Background: an optimization exercise with open tools, aiming at small area and a short achievable clock period. Do not read the settings as production practice. No functional check of the RTL was part of this run. Power figures rest on the tool's default switching activity, not on a simulated workload.

### design/flow/design.v
`timescale 1ns/1ps
module exec_stage (
  input  logic                  clk,
  input  logic                  rst_n,
  input  logic                  run,
  input  logic                  ien,
  input  logic                  write_reg,
  input  logic [3:0]            alu_op,
  input  logic                  alu_src_a,
  input  logic                  alu_src_b,
  input  logic [1:0]            fwd_a,
  input  logic [1:0]            fwd_b,
  input  logic [2:0]            br_type,
  input  logic                  jump,
  input  logic [1:0]            reg_dst,
  input  logic [31:0]           rd1,
  input  logic [31:0]           rd2,
  input  logic [31:0]           immed,
  input  logic [31:0]           pc,
  input  logic [25:0]           inst_field,
  input  logic [31:0]           aluout_m2,
  input  logic [31:0]           wb_data,
  output logic                  br_take,
  output logic [31:0]           branch_target,
  output logic                  ien_m1,
  output logic                  write_reg_m1,
  output logic [31:0]           aluout_m1,
  output logic [31:0]           src_b_m1,
  output logic [4:0]            reg_dst_addr_m1,
  output logic                  br_inst_m1,
  output logic                  ov_m1
);
  logic [31:0] a_fwd, b_fwd;
  always_comb begin
    case (fwd_a)
      2'd0:    a_fwd = rd1;
      2'd1:    a_fwd = aluout_m1;
      2'd2:    a_fwd = aluout_m2;
      default: a_fwd = wb_data;
    endcase
    case (fwd_b)
      2'd0:    b_fwd = rd2;
      2'd1:    b_fwd = aluout_m1;
      2'd2:    b_fwd = aluout_m2;
      default: b_fwd = wb_data;
    endcase
  end
  logic [31:0] pc4, pc8;
  assign pc4 = pc + 32'd4;
  assign pc8 = pc + 32'd8;
  logic [31:0] opa, opb;
  assign opa = alu_src_a ? pc4 : a_fwd;
  assign opb = alu_src_b ? immed : b_fwd;
  logic op_sub;     
  assign op_sub = (alu_op[3:1] == 3'b001) | (alu_op[3:1] == 3'b100);
  logic [31:0] bx, p, g, sum;
  logic [32:0] c;   
  assign bx = opb ^ {32{op_sub}};
  assign p  = opa ^ bx;
  assign g  = opa & bx;
  assign c[0] = op_sub;
  assign {c[32], sum} = {1'b0, opa} + {1'b0, bx} + {32'd0, op_sub};
  assign c[31:1] = sum[31:1] ^ p[31:1];
  logic ov_raw, lt_s, lt_u;
  assign ov_raw = (opa[31] == bx[31]) & (sum[31] != opa[31]);
  assign lt_s   = (opa[31] == bx[31]) ? opa[31] : sum[31];
  assign lt_u   = ~c[32];
  logic        sh_left;
  logic [4:0]  sh_amt;
  logic [31:0] sh_in, sh_out, sh_rev;
  logic        sh_fill;
  assign sh_left = (alu_op == 4'd10) | (alu_op == 4'd13);
  assign sh_amt  = (alu_op == 4'd13) ? 5'd16 : inst_field[10:6];
  always_comb for (int i = 0; i < 32; i++) sh_in[i] = sh_left ? opb[31-i] : opb[i];
  assign sh_fill = (alu_op == 4'd12) & opb[31];
  logic [63:0] sh_wide;
  assign sh_wide = {{32{sh_fill}}, sh_in} >> sh_amt;
  assign sh_out  = sh_wide[31:0];
  always_comb for (int i = 0; i < 32; i++) sh_rev[i] = sh_out[31-i];
  logic [31:0] r;
  always_comb begin
    case (alu_op)
      4'd0, 4'd1, 4'd2, 4'd3: r = sum;
      4'd4:   r = opa & opb;
      4'd5:   r = opa | opb;
      4'd6:   r = opa ^ opb;
      4'd7:   r = ~(opa | opb);
      4'd8:   r = {31'd0, lt_s};
      4'd9:   r = {31'd0, lt_u};
      4'd10, 4'd13: r = sh_rev;
      4'd11, 4'd12: r = sh_out;
      default: r = 32'd0;
    endcase
  end
  logic ov;
  assign ov = ((alu_op == 4'd0) | (alu_op == 4'd2)) & ov_raw;
  logic eq, a_zero, a_neg;
  assign eq     = (a_fwd == b_fwd);
  assign a_zero = (a_fwd == 32'd0);
  assign a_neg  = a_fwd[31];
  always_comb begin
    case (br_type)
      3'd0: br_take = 1'b0;
      3'd1: br_take = 1'b1;
      3'd2: br_take = eq;
      3'd3: br_take = ~eq;
      3'd4: br_take = a_neg | a_zero;
      3'd5: br_take = a_neg;
      3'd6: br_take = ~a_neg;
      default: br_take = ~a_neg & ~a_zero;
    endcase
  end
  assign branch_target = jump ? {pc4[31:28], inst_field, 2'b00} : r;
  logic br_inst;
  assign br_inst = (br_type != 3'd0);
  logic [4:0] dst;
  always_comb begin
    case (reg_dst)
      2'd0:    dst = inst_field[20:16];
      2'd1:    dst = inst_field[15:11];
      default: dst = 5'd31;
    endcase
  end
  always_ff @(posedge clk) begin
    if (!rst_n) begin
      ien_m1          <= 1'b0;
      write_reg_m1    <= 1'b0;
      br_inst_m1      <= 1'b0;
      ov_m1           <= 1'b0;
      aluout_m1       <= '0;
      src_b_m1        <= '0;
      reg_dst_addr_m1 <= '0;
    end else if (run) begin
      ien_m1          <= ien;
      write_reg_m1    <= write_reg & ~ov;
      br_inst_m1      <= br_inst;
      ov_m1           <= ov;
      aluout_m1       <= br_inst ? pc8 : r;
      src_b_m1        <= b_fwd;
      reg_dst_addr_m1 <= dst;
    end
  end
endmodule
### design/flow/run.sh
#!/bin/bash
# synth_recipe.tcl (not shown) runs the flow's synth.tcl, then flattens the netlist and writes it again
# the make line also repeats each setting of config.mk as NAME=value (left out here)
make -C /OpenROAD-flow-scripts/flow DESIGN_CONFIG=/design/flow/config.mk WORK_HOME=/design/flow/orfs CLKGATE_MAP_FILE= SYNTH_SCRIPT=/design/flow/synth_recipe.tcl finish
### design/flow/config.mk
export PLATFORM = sky130hd
export DESIGN_NAME = exec_stage
export DESIGN_NICKNAME = exec_stage
export VERILOG_FILES = /design/flow/design.v
export SDC_FILE = /design/flow/constraint.sdc
export NUM_CORES = 4
export LEC_CHECK = 0
export CAP_MARGIN = 20
export CORE_MARGIN = 2
export CORE_UTILIZATION = 40
export SETUP_SLACK_MARGIN = 0.3
export SLEW_MARGIN = 20
export TNS_END_PERCENT = 100
### design/flow/constraint.sdc
create_clock -name core_clock -period 8.0 [get_ports {clk}]
set_input_delay 1.6000 -clock core_clock [delete_from_list [all_inputs] [get_ports {clk}]]
set_output_delay 1.6000 -clock core_clock [all_outputs]
set_load 0.01 [all_outputs]
==> run summary <==
==> metrics by stage <==
step	hold WS (ps)	cells	setup WS, ps
after floorplan	489	2077	381
after global placement	453	3150	-187
after detailed placement	458	3150	-334
after CTS	477	3175	124
after global routing	507	3201	-5.81
final	477	3208	177
==> layout by cell type (no fill, tap or decap), drive strengths merged, types with 18 or more instances in the layout <==
cell	n
nand4	29
and3	18
o22ai	21
a31oi	25
clkdlybuf4s50	309
mux4	76
a211oi	38
xnor2	115
xor2	66
o211ai	24
mux2	32
nor3	53
nor2	163
a21oi	157
inv	92
nor4	18
buf	411
a21o	28
a22oi	22
o21ai	112
ha	97
dfxtp	73
nor2b	56
nand2	149
nand3	87
mux2i	99
nand2b	22
==> synthesized netlist by cell type, types with 8 or more instances <==
cell | number | area [µm²]
nor4_1 | 18 | 113
o21a_1 | 12 | 90.1
nand2b_1 | 22 | 138
o22ai_1 | 21 | 131
o22a_1 | 14 | 123
a31oi_1 | 25 | 156
clkbuf_1 | 111 | 417
and3_1 | 18 | 113
inv_1 | 92 | 345
a21oi_1 | 157 | 786
a211o_1 | 9 | 78.8
o221ai_1 | 8 | 70.1
a211oi_1 | 38 | 285
nand4_1 | 29 | 181
o31ai_1 | 9 | 67.6
buf_2 | 18 | 90.1
or2_2 | 8 | 50.1
xnor2_1 | 115 | 1010
o211ai_1 | 24 | 180
nor2b_1 | 56 | 350
nor2_1 | 162 | 608
mux2_2 | 31 | 349
nand3_1 | 87 | 435
mux4_2 | 71 | 1600
dfxtp_1 | 73 | 1460
buf_1 | 29 | 109
xor2_1 | 66 | 578
a32oi_1 | 14 | 123
nand2_1 | 149 | 559
a22o_1 | 9 | 78.8
mux2i_1 | 98 | 981
a221oi_1 | 13 | 114
and2_1 | 12 | 75.1
nor3_1 | 53 | 265
o221a_2 | 9 | 101
o311a_1 | 9 | 90.1
a22oi_1 | 21 | 158
a21o_1 | 28 | 210
or3_1 | 11 | 68.8
ha_1 | 97 | 1210
o21ai_0 | 106 | 531
==> final cells by class <==
cell class,count,area (µm²)
fillers,3508,15600
multi-input cells,1747,13700
repair buffers,745,6520
flip-flops and latches,73,1460
well taps,518,648
inverters,94,353
clock buffers,9,225
clock inverters,7,95.1
diodes,15,37.5
==> routing by layer <==
layer	up-vias	global-route usage, %	wire, µm
met1	10200	59.0	37100
met5	-	0	12
li1	8986	-	-
met4	2	35.0	9350
met2	1816	75.2	44200
met3	486	13.3	13000
==> report_power, final <==
group | switching [mW] | internal (mW)
registers | 0.0461 | 0.391
clock network | 0.187 | 0.273
logic | 1.33 | 1.05
==> critical path, stage by stage <==
cell	delay [ps]
clkdlybuf4s50_1	500
and4_4	240
nand4_1	160
nor3_2	240
nor4b_4	230
buf_4	170
buf_4	130
xnor2_1	80
a21oi_2	290
ha_1	310
a21o_1	200
a21o_1	180
a21oi_1	140
buf_4	150
o211ai_1	110
nor2_1	160
xnor2_1	80
a221oi_1	300
nand2_1	170
mux2_2	310
clkdlybuf4s50_1	490
==> state kept, by name, indices dropped and copies added, names as in the netlist <==
name	count
reg_dst_addr_m1	5
ov_m1	1
write_reg_m1	1
br_inst_m1	1
aluout_m1	32
src_b_m1	32
ien_m1	1
==> cells by family after synthesis <==
group	Yosys count	synth area share, %
fa+ha+maj	98	7.87
xor+xnor	181	10.1
buf+inv	257	6.54
mux	207	19.7
compound gates	606	26.0
simple gates	655	20.5
flops	73	9.32
==> path summary, 6_finish.rpt <==
kind / cells past startpoint / endpoint / slack (ps)
setup / recovery: 21 / branch_target[28] / 180
hold / removal: 1 / write_reg_m1 / 480
setup reg to reg: 18 / write_reg_m1 / 3330
hold reg to reg: 1 / write_reg_m1 / 480
==> what timing repair did <==
item	CTS	global route
cloned	0	0
gates resized for setup	69	92
setup buffers	9	18
setup endpoints to repair	25	28
pin swaps	20	33
==> impl_metrics.sql <==
INSERT INTO impl_metrics (metric_group, metric, value, unit) VALUES
('timing', 'timing.final.crit_share', '97.8', '%'),
('floorplanning', 'number_of_core_rows', '72', ''),
('grt', 'number_of_antenna_violations_at_the_first_check_in_global_routing', '11', ''),
('detailed_routing', 'route.detailed.drc', '0', ''),
('detailed_routing', 'via_count', '21500', ''),
('yosys', 'synth_warnings', '1', ''),
('detailed_routing', 'drt_first_iter_violations', '3213', ''),
('layout', 'finish.utilization', '59.6', '%'),
('floorplanning', 'fp.dieArea', '40800', 'µm²'),
('grt', 'wire_length_of_the_first_global_routing_pass', '145000', 'µm'),
('grt', 'grt.overflow.total', '0', ''),
('yosys', 'avgSynthCellArea', '7.55', 'µm²'),
('floorplanning', 'dieHeight', '202', 'µm'),
('hold_path', 'min-delay-start', 'write_reg_m1', ''),
('hold_path', 'min-delay-path-class', 'flop to flop', ''),
('clock_network', 'cts.path.max_buffers', '2', ''),
('yosys', 'netlist_instances', '2077', ''),
('floorplanning', 'die_width', '202', 'µm'),
('layout', 'drive_above_1_share', '24.6', '%'),
('layout', 'area.growth.synth_to_final', '46.9', '%'),
('worst_setup_path', 'start_kind', 'primary input', ''),
('outcome', 'result_of_the_run', 'finished clean', ''),
('timing', 'worstMarginPinSlew', '975', 'ps'),
('yosys', 'synth_enable_flop_cells', '0', ''),
('grt', 'grt_max_degree', '70', ''),
('detailed_routing', 'drt_pre_antenna_iters', '7', ''),
('place', 'port_buffers', '344', ''),
('clock_network', 'postCtsHoldBufs', '0', ''),
('clock_network', 'worst_setup_hold_path_clk_slew', '60', 'ps'),
('worst_setup_path', 'path_max_fanout', '4', ''),
('timing', 'fin_tns_setup', '0', 'ps'),
('detailed_routing', 'vias_per_cell', '6.71', ''),
('clock_network', 'cts_made_buffers', '9', ''),
('worst_setup_path', 'crit_arrival', '6220', 'ps'),
('place', 'postPlaceCellArea', '21900', 'µm²'),
('floorplanning', 'initial_util', '40.6', '%'),
('worst_setup_path', 'crit_end_category', 'output pin', ''),
('grt', 'via_count_of_the_first_global_routing_pass', '20600', ''),
('clock_network', 'clock_root_buffer', 'clkbuf_16', ''),
('timing', 'fin_worst_skew', '11.3', 'ps'),
('timing', 'timing.fmax', '128', 'MHz'),
('worst_setup_path', 'worst-endpoint-required', '6400', 'ps'),
('floorplanning', 'floorplan.io_pins', '345', ''),
('layout', 'finalInstanceArea', '23000', 'µm²'),
('flow_run', 'maxCapViolCount', '0', ''),
('worst_setup_path', 'regToRegStartpoint', 'aluout_m1[12]', ''),
('detailed_routing', 'drt-total-wl', '104000', 'µm'),
('place', 'hpwl', '85700', 'µm'),
('worst_setup_path', 'path_class', 'primary input to output pin', ''),
('pwr', 'power_consumption', '3.28', 'mW'),
('timing', 'drv_slew', '0', ''),
('place', 'place.gp.congestion', '1.12', ''),
('worst_setup_path', 'critPathLaunch', 'pc[17]', ''),
('yosys', 'yosysUniqueCellTypes', '90', ''),
('timing', 'grt_setup_unrepaired', 'yes', ''),
('yosys', 'netlist_area', '15700', 'µm²'),
('timing', 'finalHoldViolCount', '0', ''),
('yosys', 'syn_nets', '2414', ''),
('timing', 'post-route-min-period', '7820', 'ps'),
('layout', 'nNetsFinal', '3007', ''),
('pwr', 'pwr_density_cell', '142', 'nW/µm²'),
('clock_network', 'insertion_delay', '360', 'ps'),
('yosys', 'synth_ff_type', 'dfxtp_1', ''),
('clock_network', 'cts_max_level', '3', ''),
('yosys', 'synth_seq_cells', '73', ''),
('grt', 'global_route.usage.total', '48.9', '%'),
('floorplanning', 'core_area', '38600', 'µm²'),
('yosys', 'synth_async_sr_flop_share', '0', '%'),
('clock_network', 'clock-sinks', '73', ''),
('pwr', 'power.leakage', '9.64', 'nW'),
('detailed_routing', 'ant_nets', '0', ''),
('clock_network', 'tritoncts', 'yes', ''),
('pwr', 'ir_worst_vdd', '109', 'µV'),
('timing', 'setup_viol_count_final', '0', ''),
('detailed_routing', 'wl_per_cell', '32.3', 'µm'),
('yosys', 'ys_seq_area_share', '9.32', '%'),
('timing', 'timing.max_slew.rel_slack', '34.8', '%');

[afterwards: timing with drivers on the ports]
How much do the figures lean on ideal ports? The routed layout below was timed once more, with nothing changed but the port constraints.
Step 1, drivers: a clkbuf_16 drives clk and a buf_2 each remaining input, both assumed.
Step 2, shift: input delay + t, output delay - t, t = (earliest + latest rising clock arrival at the registers) / 2. This alone moves slack from input paths to output paths.
Three values: no drivers, after step 1, after step 2; two values: the first two.
shift t [ns]: 0.405
setup slack, ns: 0.177 / 0.152 / 0.152
clock arrival spread, ns: 0.012 / 0.012
worst data-port slew with drivers (ns): 0.13
cell pins on the clock port's net: 1
After both steps this run still meets setup and hold. The setup slack of this run moves by -0.025 ns with the drivers and by -0.025 ns with both steps.
